Context: an optimization exercise on an open-source flow, tuned for small area, a short achievable clock period and few clock cycles. The choices shown serve that exercise and are no tape-out recipe.
Function was checked by simulation only, so behaviour that the tests miss may differ from the original.
Power is estimated from default activity; no workload was simulated.

==> run a <==
==> flow/design.v <==
module triangle_raster_ctrl #(
  parameter int unsigned COORD_W   = 12,
  parameter bit          INCLUSIVE = 1'b1
) (
  input  logic               clk,
  input  logic               rst,
  input  logic               start,
  input  logic [COORD_W-1:0] p1x,
  input  logic [COORD_W-1:0] p1y,
  input  logic [COORD_W-1:0] p2x,
  input  logic [COORD_W-1:0] p2y,
  input  logic [COORD_W-1:0] p3x,
  input  logic [COORD_W-1:0] p3y,
  output logic               busy,
  output logic               out_valid,
  input  logic               out_ready,
  output logic [COORD_W-1:0] out_x,
  output logic [COORD_W-1:0] out_y,
  output logic               done
);
  localparam int DW = 13;   
  localparam int EW = 26;   
  typedef logic [11:0]   coord_t;
  typedef logic [DW-1:0] diff_t;
  typedef logic [EW-1:0] edge_t;
  localparam int SIdle = 0, SSetup = 1, SMul0 = 2, SMul = 3, SFin = 4, SSearch = 5, SReady = 6,
                 SNext = 7, SEnd = 8;
  logic   [8:0] st_q, st_d;
  logic         run_q;            
  logic         bit0_q, bit1_q;   
  logic         done_q;
  logic         emit_q;           
  logic         more_q;           
  diff_t  [2:0] dx_q, dy_q;
  edge_t  [2:0] e_q, r_q;
  coord_t       x_q, xq_q, yq_q, ymax_q;
  logic   [3:0] cnt_q;
  logic   [1:0] tv_q;
  logic         flat_q;
  logic   [2:0] flt_q;
  logic         left_q;           
  function automatic edge_t sx(input diff_t d);
    sx = {{(EW-DW){d[DW-1]}}, d};
  endfunction
  function automatic edge_t rep(input logic b);
    rep = {EW{b}};
  endfunction
  function automatic edge_t padd(input edge_t a, input edge_t b, input logic ci,
                                 input logic split);
    edge_t g, p, gg, pp, gn, pn;
    g = a & b;
    p = a ^ b;
    gg = g;
    gg[0] = g[0] | (p[0] & ci);
    gg[DW-1] = gg[DW-1] | split;
    pp = p;
    for (int d = 1; d < EW; d = d * 2) begin
      gn = gg;
      pn = pp;
      for (int i = d; i < EW; i++) begin
        gn[i] = gg[i] | (pp[i] & gg[i-d]);
        pn[i] = pp[i] & pp[i-d];
      end
      gg = gn;
      pp = pn;
    end
    padd = p ^ {gg[EW-2:0], ci};
  endfunction
  logic [2:0] inc, dec;
  always_comb begin
    for (int k = 0; k < 3; k++) begin
      dec[k] = dy_q[k][DW-1];
      inc[k] = ~dec[k] & ~flt_q[k];
    end
  end
  function automatic logic [3:0] classify(input logic [2:0] neg, input logic [2:0] inc_i,
                                          input logic [2:0] dec_i, input logic [2:0] flt_i);
    logic ln, rn, zn;
    ln = |(neg & inc_i);
    rn = |(neg & dec_i);
    zn = |(neg & flt_i);
    classify = {~|neg, ln & ~rn & ~zn, rn & ~ln & ~zn, zn | (ln & rn)};
  endfunction
  edge_t [2:0] sum;
  logic [3:0]  cur_cls, nb_cls;
  logic        c_c, c_l, c_r, c_e, n_c, n_l, n_r;
  assign cur_cls = classify({r_q[2][EW-1], r_q[1][EW-1], r_q[0][EW-1]}, inc, dec, flt_q);
  assign {c_c, c_l, c_r, c_e} = cur_cls;
  always_comb begin
    for (int k = 0; k < 3; k++) begin
      sum[k] = padd(r_q[k], st_q[SSearch] ? (sx(dy_q[k]) ^ rep(left_q)) : ~sx(dx_q[k]),
                    st_q[SSearch] ? left_q : 1'b1, 1'b0);
    end
  end
  assign nb_cls = classify({sum[2][EW-1], sum[1][EW-1], sum[0][EW-1]}, inc, dec, flt_q);
  assign n_c    = nb_cls[3];
  assign n_l    = nb_cls[2];
  assign n_r    = nb_cls[1];
  logic        pre_ho;
  edge_t [2:0] ea, eb, esum;
  logic  [2:0] ecin;
  logic        f_set, f_m0, f_m, f_fin;
  assign f_set = st_q[SSetup];
  assign f_m0  = st_q[SMul0];
  assign f_m   = st_q[SMul];
  assign f_fin = st_q[SFin];
  always_comb begin
    for (int k = 0; k < 3; k++) begin
      ea[k]   = (rep(pre_ho) & r_q[k]) | (rep(~pre_ho & ~f_m0 & ~f_m) & e_q[k]);
      eb[k]   = (rep(run_q) & sx(dy_q[k])) | (rep(f_set) & ~e_q[(k+1)%3]);
      ecin[k] = f_set;
    end
    ea[0]   = ea[0] | (rep(f_m) & {e_q[0][EW-2:0], 1'b0});
    ea[1]   = ea[1] | (rep(f_m) & {e_q[1][EW-2:0], 1'b0});
    eb[0]   = eb[0] | (rep(f_m0 & dx_q[0][DW-1]) & ~sx(dy_q[1])) |
              (rep(f_m & bit0_q) & sx(dy_q[1]));
    eb[1]   = eb[1] | (rep(f_m0 & dx_q[1][DW-1]) & sx(dy_q[0])) |
              (rep(f_m) & (bit1_q ? ~sx(dy_q[0]) : '1)) | (rep(f_fin) & e_q[0]);
    ecin[0] = ecin[0] | (f_m0 & dx_q[0][DW-1]);
    ecin[1] = ecin[1] | f_m;
    for (int k = 0; k < 3; k++) esum[k] = padd(ea[k], eb[k], ecin[k], f_set);
  end
  logic   ax, bx, cx, ay, by, cy;
  logic   flat;
  coord_t vx0, vx1, vx2, vy0, vy1, vy2;
  coord_t xmax_s, ymin_s, ymax_s, xtop_s;
  logic [1:0] top_s;
  assign vx0 = e_q[0][EW-2 -: 12];
  assign vx1 = e_q[1][EW-2 -: 12];
  assign vx2 = e_q[2][EW-2 -: 12];
  assign vy0 = e_q[0][11:0];
  assign vy1 = e_q[1][11:0];
  assign vy2 = e_q[2][11:0];
  assign ax  = dx_q[0][DW-1];
  assign bx  = dx_q[1][DW-1];
  assign cx  = dx_q[2][DW-1];
  assign ay  = dy_q[0][DW-1];
  assign by  = dy_q[1][DW-1];
  assign cy  = dy_q[2][DW-1];
  assign flat = ~ay & ~by & ~cy;
  logic [2:0] dz;
  logic       ly0, ly1, ly2;
  always_comb begin
    for (int k = 0; k < 3; k++) dz[k] = (dy_q[k] == '0);
  end
  assign ly0 = ay | (dz[0] & ax);
  assign ly1 = by | (dz[1] & bx);
  assign ly2 = cy | (dz[2] & cx);
  always_comb begin
    xmax_s = vx0;
    if (ax & ~bx) xmax_s = vx1;
    else if (bx & ~cx) xmax_s = vx2;
    ymin_s = vy0;
    top_s  = 2'd0;
    xtop_s = vx0;
    if (ly1 & ~ly0) begin
      ymin_s = vy1;
      top_s  = 2'd1;
      xtop_s = vx1;
    end else if (ly2 & ~ly1) begin
      ymin_s = vy2;
      top_s  = 2'd2;
      xtop_s = vx2;
    end
    ymax_s = vy0;
    if (ay & ~by) ymax_s = vy1;
    else if (by & ~cy) ymax_s = vy2;
  end
  logic [3:0] nstart;
  always_comb begin
    nstart = 4'd0;
    for (int i = 0; i < DW - 1; i++) begin
      if ((dx_q[0][i] != dx_q[0][DW-1]) || (dx_q[1][i] != dx_q[1][DW-1])) nstart = i[3:0] + 4'd1;
    end
  end
  logic   q_last, row_done, handoff, take, s_found, s_empty;
  coord_t x_d;
  assign q_last   = (yq_q == ymax_q);
  assign pre_ho   = st_q[SReady] && !(emit_q && more_q);
  assign handoff  = pre_ho && (!emit_q || out_ready);
  assign take     = emit_q && out_ready;
  assign row_done = !emit_q || (out_ready && !more_q);
  assign x_d      = pre_ho ? xq_q : x_q + 12'd1;
  assign s_found  = c_c ? !n_c : (c_l && n_c);
  assign s_empty  = c_e || !(n_c || (c_l ? n_l : n_r));
  logic neg, idle_go;
  assign neg     = esum[1][EW-1] && !flat_q;
  assign idle_go = start && !done_q;
  always_comb begin
    st_d = '0;
    st_d[SIdle]   = (st_q[SIdle] && !idle_go) || (st_q[SFin] && neg) || (st_q[SEnd] && row_done);
    st_d[SSetup]  = st_q[SIdle] && idle_go;
    st_d[SMul0]   = st_q[SSetup];
    st_d[SMul]    = (st_q[SMul0] && nstart != 4'd0) || (st_q[SMul] && cnt_q != 4'd0);
    st_d[SFin]    = (st_q[SMul0] && nstart == 4'd0) || (st_q[SMul] && cnt_q == 4'd0);
    st_d[SSearch] = (st_q[SSearch] && !s_found && !s_empty) ||
                    (st_q[SReady] && handoff && !q_last) || (st_q[SNext] && !emit_q);
    st_d[SReady]  = (st_q[SFin] && !neg) || (st_q[SSearch] && s_found) ||
                    (st_q[SReady] && !handoff);
    st_d[SNext]   = (st_q[SSearch] && !s_found && s_empty && !q_last) || (st_q[SNext] && emit_q);
    st_d[SEnd]    = (st_q[SSearch] && !s_found && s_empty && q_last) ||
                    (st_q[SReady] && handoff && q_last) || (st_q[SEnd] && !row_done);
  end
  always_ff @(posedge clk) begin
    if (rst) begin
      st_q   <= 9'd1 << SIdle;
      run_q  <= 1'b0;
      done_q <= 1'b0;
      emit_q <= 1'b0;
    end else begin
      st_q   <= st_d;
      run_q  <= st_d[SSearch] | st_d[SReady] | st_d[SNext] | st_d[SEnd];
      done_q <= (st_q[SFin] && neg) || (st_q[SEnd] && row_done);
      if (!emit_q || out_ready) emit_q <= handoff || (emit_q && more_q);
    end
  end
  always_ff @(posedge clk) begin
    left_q <= ~n_l;
    case (1'b1)
      st_q[SIdle]: begin
        e_q[0] <= {1'b0, p1x, 1'b0, p1y};
        e_q[1] <= {1'b0, p2x, 1'b0, p2y};
        e_q[2] <= {1'b0, p3x, 1'b0, p3y};
      end
      st_q[SSetup]: begin
        for (int k = 0; k < 3; k++) begin
          dx_q[k] <= esum[k][EW-1:DW];
          dy_q[k] <= esum[k][DW-1:0];
        end
      end
      st_q[SMul0]: begin
        e_q[0] <= esum[0];
        e_q[1] <= esum[1];
        cnt_q  <= nstart - 4'd1;
        bit0_q <= dx_q[0][nstart - 4'd1];
        bit1_q <= dx_q[1][nstart - 4'd1];
        for (int k = 0; k < 3; k++) flt_q[k] <= dz[k] && !(flat && k == 0);
        if (flat) begin
          dx_q[0] <= {1'b0, xmax_s};
          dy_q[0] <= 13'd1;
        end
        xq_q   <= xtop_s;
        yq_q   <= ymin_s;
        ymax_q <= ymax_s;
        tv_q   <= top_s;
        flat_q <= flat;
      end
      st_q[SMul]: begin
        e_q[0] <= esum[0];
        e_q[1] <= esum[1];
        cnt_q  <= cnt_q - 4'd1;
        bit0_q <= dx_q[0][cnt_q - 4'd1];
        bit1_q <= dx_q[1][cnt_q - 4'd1];
      end
      st_q[SFin]: begin
        r_q[0] <= (tv_q == 2'd2 && !flat_q) ? esum[1] : '0;
        r_q[1] <= (tv_q == 2'd0 && !flat_q) ? esum[1] : '0;
        r_q[2] <= (tv_q == 2'd1 && !flat_q) ? esum[1] : '0;
        left_q <= 1'b1;
      end
      st_q[SSearch]: begin
        if (c_c ? n_c : 1'b1) begin
          r_q  <= sum;
          xq_q <= left_q ? xq_q - 12'd1 : xq_q + 12'd1;
        end
      end
      st_q[SNext]: begin
        if (!emit_q) begin
          r_q  <= sum;
          yq_q <= yq_q + 12'd1;
        end
      end
      st_q[SReady]: begin
        if (handoff) begin
          r_q  <= sum;
          yq_q <= yq_q + 12'd1;
        end
      end
      default: ;
    endcase
    if (handoff || take) begin
      e_q    <= esum;
      x_q    <= x_d;
      more_q <= ~(esum[0][EW-1] | esum[1][EW-1] | esum[2][EW-1]) &&
                !(flat_q && (x_d == dx_q[0][11:0]));
    end
  end
  assign busy      = !st_q[SIdle] || done_q;
  assign out_valid = emit_q;
  assign done      = done_q;
  assign out_x     = x_q;
  assign out_y     = yq_q - 12'd1;
endmodule
==> flow/flow/run.sh <==
#!/bin/bash
# The standard layout (standard synthesis, floorplan, placement, CTS, routing), with the
# timing repair aimed at a 4 ns period; the clock and constraints stay the design's 10 ns.
set -euo pipefail
bash standard.sh SETUP_SLACK_MARGIN=6 finish > standard_flow.log 2>&1
==> flow/standard.sh <==
#!/bin/bash
# synth_recipe.tcl (not shown) runs the flow's synth.tcl, then flattens the netlist and writes it again
# the make line also repeats each setting of config.mk as NAME=value (left out here)
make -C /OpenROAD-flow-scripts/flow DESIGN_CONFIG=/design/flow/config.mk WORK_HOME=/design/flow/orfs CLKGATE_MAP_FILE= SYNTH_SCRIPT=/design/flow/synth_recipe.tcl "${@:-finish}"
==> flow/config.mk <==
export PLATFORM = sky130hd
export DESIGN_NAME = triangle_raster_ctrl
export DESIGN_NICKNAME = triangle_raster_ctrl
export VERILOG_FILES = /design/flow/design.v
export SDC_FILE = /design/flow/constraint.sdc
export NUM_CORES = 4
export LEC_CHECK = 0
export CAP_MARGIN = 20
export CORE_MARGIN = 2
export CORE_UTILIZATION = 50
export SLEW_MARGIN = 20
==> flow/constraint.sdc <==
create_clock -name core_clock -period 10.0 [get_ports {clk}]
set_input_delay 2.0000 -clock core_clock [delete_from_list [all_inputs] [get_ports {clk}]]
set_output_delay 2.0000 -clock core_clock [all_outputs]
set_load 0.01 [all_outputs]
==> inputs of run b, as changes to run a <==
Settings changed: CORE_UTILIZATION 50 to 60.
==> inputs of run c, as changes to run a <==
--- a/flow/design.v
+++ b/flow/design.v
@@ -35,3 +35,3 @@
   edge_t  [2:0] e_q, r_q;
-  coord_t       x_q, xq_q, yq_q, ymax_q;
+  coord_t       x_q, y_q, xq_q, yq_q, ymax_q;
   logic   [3:0] cnt_q;
@@ -196,6 +196,6 @@
     st_d[SSearch] = (st_q[SSearch] && !s_found && !s_empty) ||
-                    (st_q[SReady] && handoff && !q_last) || (st_q[SNext] && !emit_q);
+                    (st_q[SReady] && handoff && !q_last) || st_q[SNext];
     st_d[SReady]  = (st_q[SFin] && !neg) || (st_q[SSearch] && s_found) ||
                     (st_q[SReady] && !handoff);
-    st_d[SNext]   = (st_q[SSearch] && !s_found && s_empty && !q_last) || (st_q[SNext] && emit_q);
+    st_d[SNext]   = st_q[SSearch] && !s_found && s_empty && !q_last;
     st_d[SEnd]    = (st_q[SSearch] && !s_found && s_empty && q_last) ||
@@ -267,6 +267,4 @@
       st_q[SNext]: begin
-        if (!emit_q) begin
-          r_q  <= sum;
-          yq_q <= yq_q + 12'd1;
-        end
+        r_q  <= sum;
+        yq_q <= yq_q + 12'd1;
       end
@@ -286,2 +284,3 @@
     end
+    if (handoff) y_q <= yq_q;
   end
@@ -291,3 +290,3 @@
   assign out_x     = x_q;
-  assign out_y     = yq_q - 12'd1;
+  assign out_y     = y_q;
 endmodule
Settings changed: CORE_UTILIZATION 50 to 60.
==> qor summary <==
Routability congestion estimate from global placement: run b 1.03; run c 0.960; run a 0.988
Final core utilization: run b 0.798; run c 0.781; run a 0.670
Delay of the slowest cell on the worst path: run b 0.53 ns; run c 0.40 ns; run a 0.40 ns
Post-route clock period utilization: run b 0.446; run c 0.439; run a 0.428
Number of filler instances in the final layout: run b 2617; run c 2776; run a 4013
Sum of net half-perimeters after detailed placement: run b 66200 um; run c 68100 um; run a 70900 um
Number of cells on the worst hold path: run b 2; run c 0; run a 2
Storage element area: run b 9140 um^2; run c 9510 um^2; run a 9140 um^2
Levels on crit path: run b 17; run c 18; run a 18
Highest-delay cell along the critical path: run b sky130_fd_sc_hd__edfxtp_1; run c sky130_fd_sc_hd__dfxtp_4; run a sky130_fd_sc_hd__or3_4
Worst reg2reg path endpoint: run b r_q[76]; run c r_q[60]; run a r_q[54]
Maximum clock frequency: run b 0.224 GHz; run c 0.228 GHz; run a 0.234 GHz
Global-route wire length before repair: run b 149000 um; run c 156000 um; run a 155000 um
Outcome: run b finished clean; run c finished clean; run a finished clean
Post-Layout Inst Area: run b 33500 um^2; run c 33500 um^2; run a 33700 um^2
Net switching power: run b 0.00160 W; run c 0.00160 W; run a 0.00160 W
Maximum fanout count along the critical path: run b 6; run c 7; run a 12
Data arrival, critical path: run b 4.72 ns; run c 4.68 ns; run a 4.56 ns
Clock buffers and inverters, area share: run b 0.0370; run c 0.0374; run a 0.0397
Testbench counts of run a, summed over its fixed seeds: cycles 24,451.
Testbench counts of run b, summed over its fixed seeds: cycles 24,451.
Testbench counts of run c, summed over its fixed seeds: cycles 24,451.

[what the ideal ports hide]
How much do the figures lean on ideal ports? The routed layouts below were timed once more, with nothing changed but the port constraints. Step 1, drivers: a clkbuf_16 drives clk and a buf_2 each remaining input, both assumed. Step 2 moves the port delays by t, midway between the first and last clock arrival at a register: inputs arrive t later, outputs are due t later. That takes back most of the time a late clock gives input paths. Three values: no drivers, after step 1, after step 2; two values: the first two.
run | shift t [ns] | setup slack, ns | hold slack, ns | worst data-port slew with drivers (ns)
run a | 0.633 | 5.721 / 5.721 / 5.329 | 0.551 / 0.551 / 0.551 | 0.05
run b | 0.627 | 5.542 / 5.542 / 5.327 | 0.612 / 0.612 / 0.612 | 0.05
run c | 0.649 | 5.611 / 5.611 / 5.312 | 0.529 / 0.529 / 0.529 | 0.04
After both steps setup and hold are still met in every run listed. The setup slack of run a, which loses most, moves by 0.000 ns with the drivers and by -0.392 ns with both steps.
